From an optimization exercise on the open Yosys and OpenROAD flow, aimed at small area, a short achievable clock period and few clock cycles per item; shortcuts taken in it are not production practice.
At most, simulation tests tie the RTL to the original design; equivalence was not proved.
Only the layout flow was run in run 4; the RTL was not checked for function there.
No activity file was given, so power comes from the tool's default toggle rates.

## flow/design.v (module list and top-level ports; edited modules follow where they fit)
// module fp_mul_core: 1047 lines
// module fpu_top: 265 lines
module fpu_top (
    input  logic            clk,
    input  logic            rst,
    input  logic            in_valid,
    output logic            in_ready,
    input  logic [31:0]     op_a,
    input  logic [31:0]     op_b,
    input  logic [1:0]      op,
    output logic            out_valid,
    input  logic            out_ready,
    output logic [31:0]     result,
    output logic [3:0]      flags
);
  // ...
==> flow/flow/run.sh <==
#!/bin/bash
# Standard layout, with timing repair aiming below the clock period:
# repair_timing works until every path has SETUP_SLACK_MARGIN ns to spare.
set -o pipefail
bash standard.sh SETUP_SLACK_MARGIN=8 finish > flow.log 2>&1
==> flow/standard.sh <==
#!/bin/bash
# synth_recipe.tcl (not shown) runs the flow's synth.tcl, then flattens the netlist and writes it again
# the make line also repeats each setting of config.mk as NAME=value (left out here)
make -C /OpenROAD-flow-scripts/flow DESIGN_CONFIG=/design/flow/config.mk WORK_HOME=/design/flow/orfs CLKGATE_MAP_FILE= SYNTH_SCRIPT=/design/flow/synth_recipe.tcl "${@:-finish}"
==> flow/config.mk <==
export PLATFORM = sky130hd
export DESIGN_NAME = fpu_top
export DESIGN_NICKNAME = fpu_top
export VERILOG_FILES = /design/flow/design.v
export SDC_FILE = /design/flow/constraint.sdc
export NUM_CORES = 4
export LEC_CHECK = 0
export CAP_MARGIN = 20
export CORE_MARGIN = 2
export CORE_UTILIZATION = 45
export PLACE_DENSITY = 0.6
export SLEW_MARGIN = 20
==> flow/constraint.sdc <==
create_clock -name core_clock -period 13.0 [get_ports {clk}]
set_input_delay 2.6000 -clock core_clock [delete_from_list [all_inputs] [get_ports {clk}]]
set_output_delay 2.6000 -clock core_clock [all_outputs]
set_load 0.01 [all_outputs]
==> flow_metrics.env, run 1 <==
export IMPL_cp_startpoint="r1_b[10]$_DFFE_PN_"
export IMPL_min_path_cells=0
export IMPL_largest_register_ffs=48
export IMPL_post_cts_buffers=7
export IMPL_synthAdderAreaFrac=0.212
export IMPL_grt_pass1_wl_mm=167
export IMPL_endpoint="r2_s[35]$_DFFE_PN_"
export IMPL_buf_share=0.0478
export IMPL_power_total_mw=9.18
export IMPL_buffers=206
export IMPL_antenna_cells=0
export IMPL_fill_cells=7254
export IMPL_cts_resized=10
export IMPL_finalHoldViolCount=0
export IMPL_synth_distinct_cells=83
export IMPL_setup_slack_ns=8.14
export IMPL_tightest_slew_ns=1.10
export IMPL_gr_total_overflow=0
export IMPL_internal_power_mw=4.89
export IMPL_multi_input_area_share=0.585
export IMPL_required_ns=13.29
export IMPL_crit_buf_inv=3
export IMPL_layoutNonFillerInstCount=4706
export IMPL_crit_top_cell="fa_1"
export IMPL_status="no timing/DRC/antenna violations"
export IMPL_stdcell_area_um2=38900
export IMPL_drc=0
export IMPL_synth_edf_count=336
export IMPL_r2r_setup_slack_ns=8.14
export IMPL_maxPowerGroup="combinational logic"
export IMPL_dieArea_um2=80300
export IMPL_maxCapViolations=0
export IMPL_cts_hold_buf=0
export IMPL_postPlaceCellArea_um2=37200
export IMPL_ant_nets=0
export IMPL_synthFlopType="edfxtp_1"
Testbench counts, summed over its fixed seeds: cycles 16,040, items 16,000.
==> run 2, diff against run 1 <==
--- a/flow/flow/run.sh
+++ b/flow/flow/run.sh
@@ -4,2 +4,2 @@
 set -o pipefail
-bash standard.sh SETUP_SLACK_MARGIN=8 finish > flow.log 2>&1
+bash standard.sh SETUP_SLACK_MARGIN=9.2 finish > flow.log 2>&1
==> flow_metrics.env, run 2 <==
export IMPL_synth_edf_count=336
export IMPL_power_density_nw_per_um2=229
export IMPL_synth_area_leaders="edfxtp_1 (29%), fa_1 (14%), xnor2_1 (7.4%), ha_1 (7.1%), a22oi_1 (5.3%)"
export IMPL_cts_tree="built"
export IMPL_synthFlopType="edfxtp_1"
export IMPL_pin_count=108
export IMPL_root_buffer="clkbuf_16"
export IMPL_max_freq_mhz=224
export IMPL_largestRegisters="r2_s (48), r2_c (47), k_data (36)"
export IMPL_synth_xor_area_frac=0.110
export IMPL_grt_max_degree=71
export IMPL_io_buffers=107
export IMPL_synth_top_family_by_area="adder cells"
export IMPL_via_per_inst=6.07
export IMPL_largest_register_ffs=48
export IMPL_cts_buffer_depth=3
export IMPL_setup_slack_ns=8.53
export IMPL_syn_area_um2=35100
export IMPL_rows=102
export IMPL_p_sw_frac=0.458
export IMPL_power_switching_mw=4.65
export IMPL_p_clk_frac=0.122
export IMPL_power_total_mw=10.2
export IMPL_required_ns=13.33
export IMPL_ys_seq_elements=342
export IMPL_yosysMostFrequentCell="inv_1"
export IMPL_dieArea_um2=80300
export IMPL_synthAdderAreaFrac=0.212
export IMPL_relSlewSlack=0.310
export IMPL_stdcell_area_um2=44400
export IMPL_cts_buffers_inserted=44
export IMPL_synthSimpleGateAreaFrac=0.0937
export IMPL_layout_commonest_cell="edfxtp_1"
export IMPL_die_h_um=283
export IMPL_fin_nets=4428
export IMPL_critPathArrivalTime_ns=4.80
export IMPL_setup_tns_ns=0
export IMPL_drive_gt1_frac=0.282
export IMPL_fin_hold_ws_ns=0.418
export IMPL_syn_inst=3627
export IMPL_pre_cts_ws_ns=7.75
export IMPL_grt_pass1_vias=30200
export IMPL_cp_max_fo=6
export IMPL_num_vias=30300
export IMPL_fill_cells=6636
export IMPL_hold_class="reg -> reg"
export IMPL_h_tree_depth=2
export IMPL_core_area_um2=77300
export IMPL_tightest_slew_ns=1.02
export IMPL_syn_area_per_cell_um2=9.69
export IMPL_start_util=0.454
export IMPL_yosys_warnings=3
export IMPL_gr_total_overflow=0
export IMPL_clock_sinks=342
export IMPL_synth_largest_area_cell="edfxtp_1"
export IMPL_gp_congestion=0.933
export IMPL_finalHoldViolCount=0
export IMPL_ant_nets=0
export IMPL_min_period_over_period=0.344
export IMPL_dp_hpwl_mm=78.0
export IMPL_drt_iter0_markers=3131
export IMPL_firstDrtPassIters=6
export IMPL_wl_mm=126
export IMPL_startpoint_type="flop"
export IMPL_min_path_cells=0
export IMPL_wl_per_cell_um=25.2
export IMPL_async_flop_share=0
export IMPL_internal_power_mw=5.50
export IMPL_setup_viol=0
export IMPL_antenna_found_initial=4
export IMPL_clk_pin_slew_worst_paths_ns=0.06
export IMPL_drc=0
export IMPL_ys_seq_area_frac=0.291
export IMPL_postPlaceCellArea_um2=37500
export IMPL_maxCapViolations=0
export IMPL_synth_nets=4143
export IMPL_muxShareOfSynthArea=0.0597
export IMPL_status="no timing/DRC/antenna violations"
export IMPL_post_route_min_period_ns=4.47
export IMPL_drv_slew=0
export IMPL_synthTopCellsByCount="inv_1 (356), edfxtp_1 (336), xnor2_1 (296), nand2_1 (255)"
export IMPL_synth_compound_area_share=0.168
export IMPL_final_cell_mix="edfxtp_1 (336), xnor2_1 (262), inv_1 (244), nand2_1 (229), buf_4 (218)"
export IMPL_gr_usage_all_layers=0.304
export IMPL_critPathCaptureType="flop"
export IMPL_worstRegToRegCells=17
export IMPL_fp_dieW_um=283
export IMPL_synth_distinct_cells=83
export IMPL_finClkSkew_ns=0.0591
export IMPL_power_leakage_nw=18.2
export IMPL_p_seq_frac=0.213
export IMPL_peakVddDrop_v=0.000147
export IMPL_path_class="reg -> reg"
export IMPL_grt_pass1_wl_mm=186
export IMPL_final_core_util=0.574
export IMPL_regMostFlops="r2_s"
export IMPL_layoutNonFillerInstCount=4986
export IMPL_area_growth_pct=26.3
export IMPL_rsz0062_at_grt="true"
export IMPL_insertion_delay_ns=0.62
export IMPL_power_frac_comb=0.664
export IMPL_synth_top_cell_area_share=0.287
export IMPL_dpl_cell_count=4595
==> run 2: cell counts after synthesis <==
Identical to the previous run, type by type.
==> run 2: timing repair <==
item | in CTS | in global routing
hold buffers | 0 | 0
gates cloned | 30 | 5
setup buffers | 222 | 54
setup endpoints to repair | 274 | 222
pin swaps | 224 | 194
gates resized for setup | 656 | 250
==> run 2: layout make-up <==
| cell class | count | area [um^2] | share of cell area |
|---|---|---|---|
| clock inverters | 31 | 353 | 0.00795 |
| clock buffers | 48 | 1120 | 0.0252 |
| repair inverters | 4 | 30.0 | 0.000677 |
| inverters | 365 | 1450 | 0.0326 |
| diodes | 1 | 2.50 | 0.0000564 |
| repair buffers | 471 | 4910 | 0.111 |
| multi-input cells | 2684 | 25000 | 0.563 |
| flip-flops and latches | 342 | 10200 | 0.230 |
| well taps | 1040 | 1300 | 0.0293 |
==> run 2: cells by family (layout without fill, tap and decap cells) <==
family / after synthesis / count (layout)
compound gates: 884 / 888
simple gates: 710 / 716
buf+inv: 611 / 919
fa+ha+maj: 447 / 447
xor+xnor: 440 / 440
flops: 342 / 342
mux: 193 / 193
other cells: 0 / 1
==> run 2: final timing paths <==
check / end / slack (ns) / from
setup reg to reg: r2_s[31]$_DFFE_PN_ / 8.53 / r1_b[14]$_DFFE_PN_
setup / recovery: r2_s[31]$_DFFE_PN_ / 8.53 / r1_b[14]$_DFFE_PN_
hold / removal: r4_sgn$_DFFE_PN_ / 0.42 / r3_sgn$_DFFE_PN_
hold reg to reg: r4_sgn$_DFFE_PN_ / 0.42 / r3_sgn$_DFFE_PN_
==> run 2: layer usage <==
metal	vias to the layer above	global-route usage	wire, um	part of all wire
li1	13400	-	-	-
met5	-	0	26	0.00021
met3	458	0.0524	10900	0.087
met2	1660	0.495	58500	0.47
met1	14700	0.381	47800	0.38
met4	4	0.177	8470	0.067
==> run 2: power groups by stage <==
stage	registers, mW	clock network (mW)	logic, mW
detailed placement	2.19	0	5.67
global route	2.20	1.31	7.34
global placement	2.18	0	5.62
finish	2.16	1.24	6.75
floorplan	2.02	0	4.01
CTS	2.16	1.27	6.24
==> run 2: worst max-delay path: stages, from the launching register on <==
cell,delay (ns)
edfxtp_1,0.55
buf_6,0.22
nor2_4,0.15
a21o_1,0.23
buf_12,0.17
buf_12,0.12
a22oi_2,0.06
xnor2_2,0.17
fa_2,0.54
inv_2,0.05
fa_2,0.52
inv_2,0.04
fa_2,0.34
fa_1,0.54
inv_2,0.05
fa_2,0.33
nand2_1,0.06
o21ai_1,0.07
==> run 3, diff against run 2 <==
==> flow/run.sh (new file) <==
#!/bin/bash
# synth_recipe.tcl (not shown) runs the flow's synth.tcl, then flattens the netlist and writes it again
# the make line also repeats each setting of config.mk as NAME=value (left out here)
make -C /OpenROAD-flow-scripts/flow DESIGN_CONFIG=/design/flow/config.mk WORK_HOME=/design/flow/orfs CLKGATE_MAP_FILE= SYNTH_SCRIPT=/design/flow/synth_recipe.tcl finish
removed: flow/flow/run.sh
removed: flow/standard.sh
==> flow_metrics.env, run 3 <==
export IMPL_status="no timing/DRC/antenna violations"
export IMPL_post_route_min_period_ns=5.75
export IMPL_cp_slowest_cell="buf_4"
export IMPL_yosysMostFrequentCell="inv_1"
export IMPL_grt_pass1_vias=27100
export IMPL_regMostFlops="r2_s"
export IMPL_critPathCaptureType="flop"
export IMPL_start_util=0.454
export IMPL_wl_per_cell_um=23.5
export IMPL_synth_compound_area_share=0.168
export IMPL_slowest_delay_ns=0.74
export IMPL_pin_count=108
export IMPL_synth_top_family_by_area="adder cells"
export IMPL_power_density_nw_per_um2=239
export IMPL_drc=0
export IMPL_rsz0062_at_grt="false"
export IMPL_cts_buffer_depth=3
export IMPL_root_buffer="clkbuf_16"
export IMPL_insertion_delay_ns=0.60
export IMPL_rows=102
export IMPL_startpoint_type="flop"
export IMPL_drt_iter0_markers=2867
export IMPL_cts_buffers_inserted=40
export IMPL_setup_viol=0
export IMPL_peakVddDrop_v=0.000153
export IMPL_cts_hold_buf=0
export IMPL_synth_nets=4143
export IMPL_required_ns=13.29
export IMPL_finClkSkew_ns=0.0303
export IMPL_final_cell_mix="inv_1 (355), edfxtp_1 (336), xnor2_1 (296), nand2_1 (255)"
export IMPL_power_leakage_nw=15.9
export IMPL_clk_pin_slew_worst_paths_ns=0.06
export IMPL_cts_tree="built"
export IMPL_synth_xor_area_frac=0.110
export IMPL_min_period_over_period=0.442
export IMPL_critPathArrivalTime_ns=6.04
export IMPL_h_tree_depth=2
export IMPL_grt_max_degree=104
export IMPL_synthAdderAreaFrac=0.212
export IMPL_ant_nets=0
export IMPL_clock_sinks=342
export IMPL_synthTopCellsByCount="inv_1 (356), edfxtp_1 (336), xnor2_1 (296), nand2_1 (255)"
export IMPL_post_cts_buffers=0
export IMPL_gr_usage_all_layers=0.269
export IMPL_antenna_found_initial=1
export IMPL_maxCapViolations=0
export IMPL_syn_area_per_cell_um2=9.69
export IMPL_core_area_um2=77300
export IMPL_layout_commonest_cell="inv_1"
export IMPL_synth_edf_count=336
export IMPL_power_total_mw=9.19
export IMPL_syn_inst=3627
export IMPL_antenna_cells=0
export IMPL_muxShareOfSynthArea=0.0597
export IMPL_gp_congestion=0.960
export IMPL_synth_area_leaders="edfxtp_1 (29%), fa_1 (14%), xnor2_1 (7.4%), ha_1 (7.1%), a22oi_1 (5.3%)"
export IMPL_relSlewSlack=0.236
export IMPL_io_buffers=107
export IMPL_crit_chain="buf_4 > inv_1 > ha_1 > nor2b_1 > o21a_1 > o21a_1 > o21a_1 > o21ai_0 > a311oi_1 > nor4_2 > buf_4 > buf_4 > o21ai_0 > a21oi_1 > a31oi_1 > xnor2_1 > nand4_1"
export IMPL_ys_seq_elements=342
export IMPL_area_growth_pct=9.69
export IMPL_drv_slew=0
export IMPL_wl_mm=110
export IMPL_synthFlopType="edfxtp_1"
export IMPL_largestRegisters="r2_s (48), r2_c (47), k_data (36)"
export IMPL_synth_distinct_cells=83
export IMPL_hold_class="reg -> reg"
export IMPL_drive_gt1_frac=0.0635
export IMPL_setup_tns_ns=0
export IMPL_cp_max_fo=53
export IMPL_gr_total_overflow=0
export IMPL_grt_pass1_wl_mm=167
export IMPL_finalHoldViolCount=0
export IMPL_yosys_warnings=3
export IMPL_dieArea_um2=80300
export IMPL_synth_largest_area_cell="edfxtp_1"
export IMPL_path_class="reg -> reg"
export IMPL_cts_resized=0
export IMPL_ys_seq_area_frac=0.291
export IMPL_max_freq_mhz=174
export IMPL_fp_dieW_um=283
export IMPL_die_h_um=283
export IMPL_num_vias=27800
export IMPL_dpl_cell_count=4603
export IMPL_tightest_slew_ns=1.15
export IMPL_syn_area_um2=35100
export IMPL_dp_hpwl_mm=79.1
export IMPL_via_per_inst=5.95
export IMPL_largest_register_ffs=48
export IMPL_layoutNonFillerInstCount=4677
export IMPL_async_flop_share=0
export IMPL_fin_nets=4122
export IMPL_synth_top_cell_area_share=0.287
export IMPL_synthSimpleGateAreaFrac=0.0937
export IMPL_firstDrtPassIters=6
## run 3: cell types whose count changed in the layout (fill, tap and decap cells not counted), sizes merged, moves of 2 or more
cell and delta:
clkinv -2, buf -312, bufbuf -8, o21ai -3, clkbuf -8, clkinvlp -2
inv -2, clkdlybuf4s50 +38, or2 -3
## run 3: metal layers
| layer | track usage | share of wire |
|---|---|---|
| met5 | 0 | 0 |
| met3 | 0.0366 | 0.077 |
| met2 | 0.429 | 0.46 |
| met4 | 0.115 | 0.046 |
| met1 | 0.366 | 0.42 |
## run 3: final timing paths
check | start | end | slack [ns] | depth (start not counted)
setup reg to reg | r1_b[1]$_DFFE_PN_ | r2_sh[2]$_SDFFCE_PP1N_ | 7.25 | 17
setup / recovery | r1_b[1]$_DFFE_PN_ | r2_sh[2]$_SDFFCE_PP1N_ | 7.25 | 17
hold / removal | r2_spk[0]$_SDFFCE_PP1N_ | r3_spk[0]$_DFFE_PN_ | 0.40 | 0
hold reg to reg | r2_spk[0]$_SDFFCE_PP1N_ | r3_spk[0]$_DFFE_PN_ | 0.40 | 0
## run 3: layout make-up
type                       count  area [um^2]
fill                        7323        38800
clock inverter                28          303
multi-input combinational   2674        22700
clock buffer                  45         1020
tap                         1040         1300
timing repair buffer         183         1660
sequential                   342        10200
inverter                     365         1380
## run 3: critical path: cells and delay by family (launching register included)
kind	cells	cell delay, ns
AOI/OAI and AO/OA	8	1.59
DFF	1	0.32
xor gates and xnor gates	1	0.35
buffers and inverters	4	1.98
and+or+nand+nor	3	0.77
adders and majority gates	1	0.42
## run 3: power by group
group,switching (mW),internal [mW],total [mW]
Clock,0.495,0.640,1.14
Combinational,3.42,2.44,5.86
Sequential,0.380,1.82,2.20
Total,4.30,4.90,9.19
## run 3: per-stage QoR
stage / setup slack (ns) / hold WS, ns / instance area [um^2] / utilization
after global placement: 7.31 / 0.401 / 37200 / 0.481
after floorplan: 2.39 / 0.400 / 35100 / -
final: 7.25 / 0.400 / 38500 / 0.498
after global routing: 6.81 / 0.397 / 38500 / 0.498
after detailed placement: 7.34 / 0.405 / 37200 / 0.481
after CTS: 7.33 / 0.392 / 38500 / 0.498
## run 3: cell families after synthesis
group / count (synthesis)
buffers and inverters: 611
AND/OR/NAND/NOR: 710
XOR/XNOR: 440
AO/OA/AOI/OAI: 884
flip-flops: 342
multiplexers: 193
adder cells (fa/ha/maj): 447
==> module fpu_top, before the edit <==
module fpu_top (
    input  logic            clk,
    input  logic            rst,
    input  logic            in_valid,
    output logic            in_ready,
    input  logic [31:0]     op_a,
    input  logic [31:0]     op_b,
    input  logic [1:0]      op,
    output logic            out_valid,
    input  logic            out_ready,
    output logic [31:0]     result,
    output logic [3:0]      flags
);
    localparam logic [1:0] SP_NONE = 2'd0;
    localparam logic [1:0] SP_NAN  = 2'd1;
    localparam logic [1:0] SP_INF  = 2'd2;
    localparam logic [1:0] SP_ZERO = 2'd3;
    logic v1, v2, ov, kv;
    logic go;
    assign go        = !kv;       
    assign in_ready  = go;
    assign out_valid = ov;
    logic [31:0] r1_a, r1_b;
    logic [1:0]  r1_op;
    always_ff @(posedge clk) begin
        if (rst)     v1 <= 1'b0;
        else if (go) v1 <= in_valid;
    end
    always_ff @(posedge clk) begin
        if (go) begin
            r1_a  <= op_a;
            r1_b  <= op_b;
            r1_op <= op;
        end
    end
    logic        sa, sb, esb;
    logic [7:0]  ea, eb;
    logic [22:0] fa, fb;
    logic        za, zb, inf_a, inf_b, nan_a, nan_b;
    logic        is_mul, is_rsvd;
    logic        a_ge, a_eq;
    assign sa = r1_a[31];
    assign sb = r1_b[31];
    assign ea = r1_a[30:23];
    assign eb = r1_b[30:23];
    assign fa = r1_a[22:0];
    assign fb = r1_b[22:0];
    assign za    = (ea == 8'd0);
    assign zb    = (eb == 8'd0);
    assign inf_a = (&ea) && (fa == 23'd0);
    assign inf_b = (&eb) && (fb == 23'd0);
    assign nan_a = (&ea) && (fa != 23'd0);
    assign nan_b = (&eb) && (fb != 23'd0);
    assign is_mul  = (r1_op == 2'd2);
    assign is_rsvd = (r1_op == 2'd3);
    assign esb     = sb ^ r1_op[0];    
    assign a_ge = (r1_a[30:0] >= r1_b[30:0]);
    assign a_eq = (r1_a[30:0] == r1_b[30:0]);
    logic [1:0] spk;
    logic       sps;
    always_comb begin
        spk = SP_NONE;
        sps = 1'b0;
        if (is_rsvd || nan_a || nan_b) begin
            spk = SP_NAN;
        end else if (!is_mul) begin
            if (inf_a && inf_b) begin
                if (sa != esb) begin
                    spk = SP_NAN;
                end else begin
                    spk = SP_INF;
                    sps = sa;
                end
            end else if (inf_a) begin
                spk = SP_INF;
                sps = sa;
            end else if (inf_b) begin
                spk = SP_INF;
                sps = esb;
            end else if (za && zb) begin
                spk = SP_ZERO;
                sps = sa & esb;
            end else if (a_eq && (sa != esb)) begin
                spk = SP_ZERO;    
            end
        end else begin
            if ((inf_a && zb) || (inf_b && za)) begin
                spk = SP_NAN;
            end else if (inf_a || inf_b) begin
                spk = SP_INF;
                sps = sa ^ sb;
            end else if (za || zb) begin
                spk = SP_ZERO;
                sps = sa ^ sb;
            end
        end
    end
    logic [7:0]  e_big, ediff;
    logic [22:0] f_big, f_small;
    logic        small_z, s_big, eff_sub;
    logic [23:0] sig_small;
    logic [4:0]  shamt;
    assign e_big     = a_ge ? ea : eb;
    assign ediff     = a_ge ? (ea - eb) : (eb - ea);
    assign f_big     = a_ge ? fa : fb;
    assign f_small   = a_ge ? fb : fa;
    assign small_z   = a_ge ? zb : za;
    assign s_big     = a_ge ? sa : esb;
    assign eff_sub   = sa ^ esb;
    assign sig_small = small_z ? 24'd0 : {1'b1, f_small};
    assign shamt     = (ediff[7:5] != 3'd0) ? 5'd31 : ediff[4:0];
    logic [47:0] cs_s, cs_c;
    logic [9:0]  mexp;
    fp_mul_core u_mul (
        .a    (fa),
        .b    (fb),
        .cs_s (cs_s),
        .cs_c (cs_c)
    );
    assign mexp = {2'b00, ea} + {2'b00, eb} - 10'd127;
    logic [47:0] r2_s, r2_c;
    logic [9:0]  r2_e;
    logic [4:0]  r2_sh;
    logic        r2_sgn, r2_mul, r2_sps;
    logic [1:0]  r2_spk;
    always_ff @(posedge clk) begin
        if (rst)     v2 <= 1'b0;
        else if (go) v2 <= v1;
    end
    always_ff @(posedge clk) begin
        if (go) begin
            r2_s   <= is_mul ? cs_s : {eff_sub, f_big, sig_small};
            r2_c   <= cs_c;
            r2_sh  <= shamt;
            r2_e   <= is_mul ? mexp : {2'b00, e_big};
            r2_sgn <= is_mul ? (sa ^ sb) : s_big;
            r2_mul <= is_mul;
            r2_spk <= spk;
            r2_sps <= sps;
        end
    end
    logic [26:0] sh_v [0:5];
    logic        sh_st [0:5];
    logic [26:0] aligned;
    logic [27:0] raw_sum;
    logic        r2_eff_sub;
    assign r2_eff_sub = r2_s[47];
    assign sh_v[5]    = {r2_s[23:0], 3'b000};
    assign sh_st[5]   = 1'b0;
    for (genvar k = 4; k >= 0; k--) begin : g_align
        localparam int D = 1 << k;
        assign sh_v[k]  = r2_sh[k] ? (sh_v[k+1] >> D) : sh_v[k+1];
        assign sh_st[k] = sh_st[k+1] | (r2_sh[k] && (sh_v[k+1][D-1:0] != '0));
    end
    assign aligned = {sh_v[0][26:1], sh_v[0][0] | sh_st[0]};
    assign raw_sum = {2'b01, r2_s[46:24], 3'b000}
                     + ({1'b0, aligned} ^ {28{r2_eff_sub}})
                     + {27'd0, r2_eff_sub};
    logic [47:0] prod;
    logic [27:0] m_x;
    assign prod = r2_s + r2_c;
    assign m_x  = {prod[47:21], |prod[20:0]};
    logic        v3;
    logic [27:0] r3_x;
    logic [9:0]  r3_e;
    logic        r3_sgn, r3_sps;
    logic [1:0]  r3_spk;
    always_ff @(posedge clk) begin
        if (rst)     v3 <= 1'b0;
        else if (go) v3 <= v2;
    end
    always_ff @(posedge clk) begin
        if (go) begin
            r3_x   <= r2_mul ? m_x : raw_sum;
            r3_e   <= r2_e;
            r3_sgn <= r2_sgn;
            r3_spk <= r2_spk;
            r3_sps <= r2_sps;
        end
    end
    logic [4:0]  lz;
    logic [26:0] n_sig;
    logic [9:0]  n_exp;
    always_comb begin
        lz = 5'd0;
        for (int i = 0; i < 27; i++) begin
            if (r3_x[i]) begin
                lz = 5'(26 - i);
            end
        end
    end
    assign n_sig = r3_x[27] ? {r3_x[27:2], r3_x[1] | r3_x[0]} : (r3_x[26:0] << lz);
    assign n_exp = r3_x[27] ? (r3_e + 10'd1) : (r3_e - {5'd0, lz});
    logic        v4;
    logic [26:0] sig;
    logic [9:0]  exp;
    logic        r4_sgn, r4_sps;
    logic [1:0]  r4_spk;
    always_ff @(posedge clk) begin
        if (rst)     v4 <= 1'b0;
        else if (go) v4 <= v3;
    end
    always_ff @(posedge clk) begin
        if (go) begin
            sig    <= n_sig;
            exp    <= n_exp;
            r4_sgn <= r3_sgn;
            r4_spk <= r3_spk;
            r4_sps <= r3_sps;
        end
    end
    logic        round_up;
    logic [24:0] sig_rnd;
    logic [9:0]  exp_rnd;
    logic [31:0] rp_result;
    logic [3:0]  rp_flags;
    assign round_up = sig[2] & (sig[1] | sig[0] | sig[3]);
    assign sig_rnd  = {1'b0, sig[26:3]} + {24'd0, round_up};
    assign exp_rnd  = sig_rnd[24] ? (exp + 10'd1) : exp;
    always_comb begin
        rp_flags    = 4'd0;
        rp_flags[0] = |sig[2:0];
        if ($signed(exp_rnd) > $signed(10'sd254)) begin
            rp_result   = {r4_sgn, 8'hFF, 23'd0};
            rp_flags[2] = 1'b1;
            rp_flags[0] = 1'b1;
        end else if ($signed(exp_rnd) < $signed(10'sd1)) begin
            rp_result   = {r4_sgn, 31'd0};
            rp_flags[1] = 1'b1;
            rp_flags[0] = 1'b1;
        end else begin
            rp_result = {r4_sgn, exp_rnd[7:0], sig_rnd[22:0]};
        end
    end
    logic [35:0] st_out;
    always_comb begin
        case (r4_spk)
            SP_NAN:  st_out = {32'h7FC0_0000, 4'b1000};
            SP_INF:  st_out = {r4_sps, 8'hFF, 23'd0, 4'b0000};
            SP_ZERO: st_out = {r4_sps, 31'd0, 4'b0000};
            default: st_out = {rp_result, rp_flags};
        endcase
    end
    logic        incoming, o_free;
    logic [35:0] k_data;
    assign incoming = go && v4;
    assign o_free   = !ov || out_ready;
    always_ff @(posedge clk) begin
        if (rst) begin
            ov <= 1'b0;
            kv <= 1'b0;
        end else begin
            if (o_free) ov <= kv || incoming;
            if (kv) begin
                if (o_free) kv <= 1'b0;
            end else if (incoming && !o_free) begin
                kv <= 1'b1;
            end
        end
    end
    always_ff @(posedge clk) begin
        if (o_free) {result, flags} <= kv ? k_data : st_out;
        if (!kv && !o_free) k_data <= st_out;
    end
endmodule
==> run 4, diff against run 3 <==
--- a/flow/design.v
+++ b/flow/design.v
@@ -41,2 +41,70 @@
 `default_nettype none
+module fp_pfx_add #(
+    parameter int W = 8
+) (
+    input  wire [W-1:0] a,
+    input  wire [W-1:0] b,
+    input  wire         cin,
+    output wire [W-1:0] s,
+    output wire         co
+);
+    localparam int L = (W > 1) ? $clog2(W) : 1;
+    wire [W-1:0] x = a ^ b;
+    wire [W-1:0] g [0:L];
+    wire [W-1:0] p [0:L];
+    assign g[0] = (a & b) | {{(W-1){1'b0}}, x[0] & cin};
+    assign p[0] = x;
+    for (genvar l = 0; l < L; l++) begin : g_lvl
+        for (genvar i = 0; i < W; i++) begin : g_bit
+            if (((i >> l) & 1) == 1) begin : g_op
+                localparam int J = ((i >> l) << l) - 1;
+                assign g[l+1][i] = g[l][i] | (p[l][i] & g[l][J]);
+                assign p[l+1][i] = p[l][i] & p[l][J];
+            end else begin : g_pass
+                assign g[l+1][i] = g[l][i];
+                assign p[l+1][i] = p[l][i];
+            end
+        end
+    end
+    if (W > 1) begin : g_sum
+        assign s = x ^ {g[L][W-2:0], cin};
+    end else begin : g_sum1
+        assign s = x ^ cin;
+    end
+    assign co = g[L][W-1];
+endmodule
+module fp_lzc27 (
+    input  wire [26:0] x,
+    output wire [4:0]  lz
+);
+    wire [31:0] y = {x, 5'b11111};
+    wire [15:0] v1;
+    wire        c1 [0:15];
+    wire [7:0]  v2;
+    wire [1:0]  c2 [0:7];
+    wire [3:0]  v3;
+    wire [2:0]  c3 [0:3];
+    wire [1:0]  v4;
+    wire [3:0]  c4 [0:1];
+    for (genvar i = 0; i < 16; i++) begin : g_l1
+        assign v1[i] = y[2*i+1] | y[2*i];
+        assign c1[i] = ~y[2*i+1];
+    end
+    for (genvar i = 0; i < 8; i++) begin : g_l2
+        assign v2[i] = v1[2*i+1] | v1[2*i];
+        assign c2[i] = v1[2*i+1] ? {1'b0, c1[2*i+1]} : {1'b1, c1[2*i]};
+    end
+    for (genvar i = 0; i < 4; i++) begin : g_l3
+        assign v3[i] = v2[2*i+1] | v2[2*i];
+        assign c3[i] = v2[2*i+1] ? {1'b0, c2[2*i+1]} : {1'b1, c2[2*i]};
+    end
+    for (genvar i = 0; i < 2; i++) begin : g_l4
+        assign v4[i] = v3[2*i+1] | v3[2*i];
+        assign c4[i] = v3[2*i+1] ? {1'b0, c3[2*i+1]} : {1'b1, c3[2*i]};
+    end
+    assign lz = v4[1] ? {1'b0, c4[1]} : {1'b1, c4[0]};
+endmodule
+`default_nettype wire
+`timescale 1ns/1ps
+`default_nettype none
 module fp_mul_core (
@@ -1147,3 +1215,5 @@
     assign esb     = sb ^ r1_op[0];    
-    assign a_ge = (r1_a[30:0] >= r1_b[30:0]);
+    fp_pfx_add #(.W(31)) u_cmp (
+        .a (r1_a[30:0]), .b (~r1_b[30:0]), .cin (1'b1), .s (), .co (a_ge)
+    );
     assign a_eq = (r1_a[30:0] == r1_b[30:0]);
@@ -1193,4 +1263,7 @@
     logic [4:0]  shamt;
+    logic [7:0]  d_ab, d_ba;
+    fp_pfx_add #(.W(8)) u_dab (.a (ea), .b (~eb), .cin (1'b1), .s (d_ab), .co ());
+    fp_pfx_add #(.W(8)) u_dba (.a (eb), .b (~ea), .cin (1'b1), .s (d_ba), .co ());
     assign e_big     = a_ge ? ea : eb;
-    assign ediff     = a_ge ? (ea - eb) : (eb - ea);
+    assign ediff     = a_ge ? d_ab : d_ba;
     assign f_big     = a_ge ? fa : fb;
@@ -1210,3 +1283,9 @@
     );
-    assign mexp = {2'b00, ea} + {2'b00, eb} - 10'd127;
+    localparam logic [9:0] MINUS_BIAS = 10'h381;
+    logic [9:0] me_s, me_c;
+    assign me_s = {2'b00, ea} ^ {2'b00, eb} ^ MINUS_BIAS;
+    assign me_c = {(({1'b0, ea[7:0]} & {1'b0, eb[7:0]}) |
+                    ({1'b0, ea[7:0]} & MINUS_BIAS[8:0]) |
+                    ({1'b0, eb[7:0]} & MINUS_BIAS[8:0])), 1'b0};
+    fp_pfx_add #(.W(10)) u_mexp (.a (me_s), .b (me_c), .cin (1'b0), .s (mexp), .co ());
     logic [47:0] r2_s, r2_c;
@@ -1246,8 +1325,12 @@
     assign aligned = {sh_v[0][26:1], sh_v[0][0] | sh_st[0]};
-    assign raw_sum = {2'b01, r2_s[46:24], 3'b000}
-                     + ({1'b0, aligned} ^ {28{r2_eff_sub}})
-                     + {27'd0, r2_eff_sub};
+    fp_pfx_add #(.W(28)) u_sum (
+        .a   ({2'b01, r2_s[46:24], 3'b000}),
+        .b   ({1'b0, aligned} ^ {28{r2_eff_sub}}),
+        .cin (r2_eff_sub),
+        .s   (raw_sum),
+        .co  ()
+    );
     logic [47:0] prod;
     logic [27:0] m_x;
-    assign prod = r2_s + r2_c;
+    fp_pfx_add #(.W(48)) u_prod (.a (r2_s), .b (r2_c), .cin (1'b0), .s (prod), .co ());
     assign m_x  = {prod[47:21], |prod[20:0]};
@@ -1274,12 +1357,8 @@
     logic [9:0]  n_exp;
-    always_comb begin
-        lz = 5'd0;
-        for (int i = 0; i < 27; i++) begin
-            if (r3_x[i]) begin
-                lz = 5'(26 - i);
-            end
-        end
-    end
+    logic [9:0]  e_inc, e_dec;
+    fp_lzc27 u_lzc (.x (r3_x[26:0]), .lz (lz));
+    fp_pfx_add #(.W(10)) u_einc (.a (r3_e), .b (10'd0), .cin (1'b1), .s (e_inc), .co ());
+    fp_pfx_add #(.W(10)) u_edec (.a (r3_e), .b (~{5'd0, lz}), .cin (1'b1), .s (e_dec), .co ());
     assign n_sig = r3_x[27] ? {r3_x[27:2], r3_x[1] | r3_x[0]} : (r3_x[26:0] << lz);
-    assign n_exp = r3_x[27] ? (r3_e + 10'd1) : (r3_e - {5'd0, lz});
+    assign n_exp = r3_x[27] ? e_inc : e_dec;
     logic        v4;
@@ -1302,5 +1381,6 @@
     end
-    logic        round_up;
-    logic [24:0] sig_rnd;
-    logic [9:0]  exp_rnd;
+    logic        round_up, rnd_co;
+    logic [23:0] sig_rnd;
+    logic [9:0]  exp_p1, exp_rnd;
+    logic        ovf, unf;
     logic [31:0] rp_result;
@@ -1308,4 +1388,7 @@
     assign round_up = sig[2] & (sig[1] | sig[0] | sig[3]);
-    assign sig_rnd  = {1'b0, sig[26:3]} + {24'd0, round_up};
-    assign exp_rnd  = sig_rnd[24] ? (exp + 10'd1) : exp;
+    fp_pfx_add #(.W(24)) u_rnd (.a (sig[26:3]), .b (24'd0), .cin (round_up), .s (sig_rnd), .co (rnd_co));
+    fp_pfx_add #(.W(10)) u_ep1 (.a (exp), .b (10'd0), .cin (1'b1), .s (exp_p1), .co ());
+    assign exp_rnd = rnd_co ? exp_p1 : exp;
+    assign ovf = !exp[9] && (exp[8] || (&exp[7:0]) || (rnd_co && exp[7:0] == 8'hFE));
+    assign unf = exp[9] || (exp[8:0] == 9'd0 && !rnd_co);
     always_comb begin
@@ -1313,3 +1396,3 @@
         rp_flags[0] = |sig[2:0];
-        if ($signed(exp_rnd) > $signed(10'sd254)) begin
+        if (ovf) begin
             rp_result   = {r4_sgn, 8'hFF, 23'd0};
@@ -1317,3 +1400,3 @@
             rp_flags[0] = 1'b1;
-        end else if ($signed(exp_rnd) < $signed(10'sd1)) begin
+        end else if (unf) begin
             rp_result   = {r4_sgn, 31'd0};
==> flow/flow/run.sh (new file) <==
#!/bin/bash
# Standard layout, with timing repair aiming below the clock period:
# repair_timing works until every path has SETUP_SLACK_MARGIN ns to spare.
set -o pipefail
bash standard.sh SETUP_SLACK_MARGIN=9.2 finish > flow.log 2>&1
==> flow/standard.sh (new file) <==
#!/bin/bash
# synth_recipe.tcl (not shown) runs the flow's synth.tcl, then flattens the netlist and writes it again
# the make line also repeats each setting of config.mk as NAME=value (left out here)
make -C /OpenROAD-flow-scripts/flow DESIGN_CONFIG=/design/flow/config.mk WORK_HOME=/design/flow/orfs CLKGATE_MAP_FILE= SYNTH_SCRIPT=/design/flow/synth_recipe.tcl "${@:-finish}"
removed: flow/run.sh
==> flow_metrics.env, run 4 <==
export IMPL_status="no timing/DRC/antenna violations"
export IMPL_syn_area_per_cell_um2=9.93
export IMPL_max_freq_mhz=225
export IMPL_grt_pass1_wl_mm=180
export IMPL_h_tree_depth=2
export IMPL_cp_max_fo=6
export IMPL_drt_iter0_markers=3001
export IMPL_fin_hold_ws_ns=0.417
export IMPL_cts_hold_buf=0
export IMPL_drc=0
export IMPL_drive_gt1_frac=0.324
export IMPL_setup_tns_ns=0
export IMPL_startpoint_type="flop"
export IMPL_syn_area_um2=34200
export IMPL_layout_commonest_cell="edfxtp_1"
export IMPL_clock_sinks=342
export IMPL_relSlewSlack=0.345
export IMPL_required_ns=13.29
export IMPL_dp_hpwl_mm=77.4
export IMPL_insertion_delay_ns=0.61
export IMPL_grt_max_degree=77
export IMPL_drv_slew=0
export IMPL_gr_usage_all_layers=0.306
export IMPL_crit_top_cell="fa_2"
export IMPL_critPathCaptureType="flop"
export IMPL_crit_chain="nand2_2 > o21ai_4 > buf_12 > buf_4 > a22oi_2 > xor2_1 > fa_2 > fa_2 > inv_2 > fa_1 > fa_2 > inv_2 > fa_2 > nand2_1 > o21ai_2"
export IMPL_fill_cells=6189
export IMPL_area_growth_pct=31.0
export IMPL_maxCapViolations=0
export IMPL_cts_tree="built"
export IMPL_firstDrtPassIters=5
export IMPL_finalHoldViolCount=0
export IMPL_path_class="reg -> reg"
export IMPL_min_period_over_period=0.342
export IMPL_synth_nets=3981
export IMPL_rsz0062_at_grt="true"
export IMPL_synth_edf_count=336
export IMPL_dieArea_um2=78200
export IMPL_rows=101
export IMPL_power_density_nw_per_um2=220
export IMPL_fp_dieW_um=280
export IMPL_wl_per_cell_um=25.6
export IMPL_power_total_mw=9.87
export IMPL_root_buffer="clkbuf_16"
export IMPL_ys_seq_area_frac=0.299
export IMPL_largest_register_ffs=48
export IMPL_gp_congestion=0.946
export IMPL_die_h_um=280
export IMPL_final_core_util=0.593
export IMPL_grt_pass1_vias=28300
export IMPL_wl_mm=125
export IMPL_async_flop_share=0
export IMPL_synth_distinct_cells=82
export IMPL_core_area_um2=75600
export IMPL_stdcell_area_um2=44800
export IMPL_final_cell_mix="edfxtp_1 (336), buf_4 (327), inv_1 (261), xnor2_1 (255), ha_1 (186)"
export IMPL_via_per_inst=6.03
export IMPL_largestRegisters="r2_s (48), r2_c (47), k_data (36)"
export IMPL_ys_seq_elements=342
export IMPL_gr_total_overflow=0
export IMPL_setup_viol=0
export IMPL_ant_nets=0
export IMPL_num_vias=29400
export IMPL_synthTopCellsByCount="inv_1 (375), edfxtp_1 (336), xnor2_1 (297), fa_1 (260), a22oi_1 (246)"
export IMPL_synthFlopType="edfxtp_1"
export IMPL_post_route_min_period_ns=4.45
export IMPL_regMostFlops="r2_s"
export IMPL_synth_area_leaders="edfxtp_1 (30%), fa_1 (15%), ha_1 (7.6%), xnor2_1 (7.6%), a22oi_1 (5.4%)"
export IMPL_syn_inst=3443
export IMPL_synth_top_cell_area_share=0.295
export IMPL_antenna_found_initial=2
export IMPL_io_buffers=107
export IMPL_peakVddDrop_v=0.000239
export IMPL_start_util=0.452
export IMPL_pin_count=108
export IMPL_hold_class="reg -> reg"
export IMPL_fin_nets=4403
export IMPL_power_leakage_nw=18.6
export IMPL_cp_top_family="adder cells"
export IMPL_postPlaceCellArea_um2=36500
export IMPL_yosysMostFrequentCell="inv_1"
export IMPL_cts_buffer_depth=3
export IMPL_tightest_slew_ns=0.983
export IMPL_clk_pin_slew_worst_paths_ns=0.06
export IMPL_cp_slowest_cell="edfxtp_1"
export IMPL_yosys_warnings=10
export IMPL_crit_buf_inv=4
export IMPL_critPathArrivalTime_ns=4.74
export IMPL_synth_largest_area_cell="edfxtp_1"
export IMPL_finClkSkew_ns=0.0267
export IMPL_slowest_delay_ns=0.65
export IMPL_cts_buffers_inserted=42
==> run 4: where the power goes <==
group / switching (mW) / total [mW] / internal (mW)
combinational: 3.64 / 6.48 / 2.84
sequential: 0.301 / 2.11 / 1.81
clock: 0.526 / 1.27 / 0.748
total: 4.47 / 9.87 / 5.40
==> run 4: metrics by stage <==
step | setup slack, ns | cells
CTS | 8.75 | 4714
finish | 8.55 | 4878
detailed placement | 7.74 | 4353
global placement | 7.83 | 4353
floorplan | 8.92 | 3443
global route | 8.49 | 4877
==> run 4: cells by family (layout without fill, tap and decap cells) <==
| group | count (synthesis) | in the layout | share of synthesized area |
|---|---|---|---|
| compound gates | 809 | 817 | 0.157 |
| buf+inv | 620 | 1063 | 0.0688 |
| simple gates | 617 | 622 | 0.0849 |
| fa+ha+maj | 470 | 470 | 0.229 |
| xor+xnor | 384 | 384 | 0.0984 |
| flops | 342 | 342 | 0.299 |
| mux | 201 | 201 | 0.0632 |
| other cells | 0 | 1 | 0 |
==> run 4: final timing paths <==
path              cells past startpoint                 end                   from  slack, ns
hold reg to reg                       0   r3_e[8]$_DFFE_PN_  r2_e[8]$_SDFFCE_PN0N_       0.42
hold / removal                        0   r3_e[8]$_DFFE_PN_  r2_e[8]$_SDFFCE_PN0N_       0.42
setup / recovery                     15  r2_s[35]$_DFFE_PN_     r1_b[12]$_DFFE_PN_       8.55
setup reg to reg                     15  r2_s[35]$_DFFE_PN_     r1_b[12]$_DFFE_PN_       8.55
==> run 4: cell type report <==
| cell class | count | area [um^2] | area share |
|---|---|---|---|
| multi-input combinational | 2494 | 24300 | 0.542 |
| antenna | 1 | 2.50 | 0.0000559 |
| clock buffer | 52 | 1130 | 0.0252 |
| inverter | 387 | 1580 | 0.0352 |
| sequential | 342 | 10200 | 0.228 |
| timing repair buffer | 596 | 5960 | 0.133 |
| clock inverter | 26 | 365 | 0.00816 |
| timing repair inverter | 2 | 17.5 | 0.000391 |
| tap | 978 | 1220 | 0.0273 |
==> run 4: routing by layer <==
metal / vias to the layer above / track usage / share of wire
met1: 14300 / 0.402 / 0.39
met5: - / 0 / 0.00023
met4: 4 / 0.154 / 0.071
li1: 12900 / - / -
met2: 1726 / 0.491 / 0.45
met3: 491 / 0.0489 / 0.090
==> run 4: what timing repair did <==
action	4_1_cts	5_1_grt
setup endpoints to repair	244	225
pin swaps	151	210
buffers inserted	254	156
cloned	29	7
resized for setup	586	394
endpoints found under the hold margin	0	0

static timing again, ports no longer ideal:
The flow's constraints put no driver on any port. The routed layouts listed below were extracted and timed again, unchanged, in two steps. Step 1, drivers: a clkbuf_16 drives clk and a buf_2 each remaining input, both assumed. Step 2 moves the port delays by t, midway between the first and last clock arrival at a register: inputs arrive t later, outputs are due t later. That takes back most of the time a late clock gives input paths. Slacks: no drivers / after step 1 / after step 2; pairs: no drivers / after step 1.
run | t (ns) | setup WS [ns] | worst setup path at the end
run 1 | 0.649 | 8.145 / 8.095 / 8.145 | register to register
run 2 | 0.653 | 8.527 / 8.527 / 8.527 | register to register
run 3 | 0.649 | 7.248 / 7.248 / 7.248 | register to register
run 4 | 0.659 | 8.553 / 8.553 / 8.553 | register to register
After both steps every run listed still meets setup and hold.
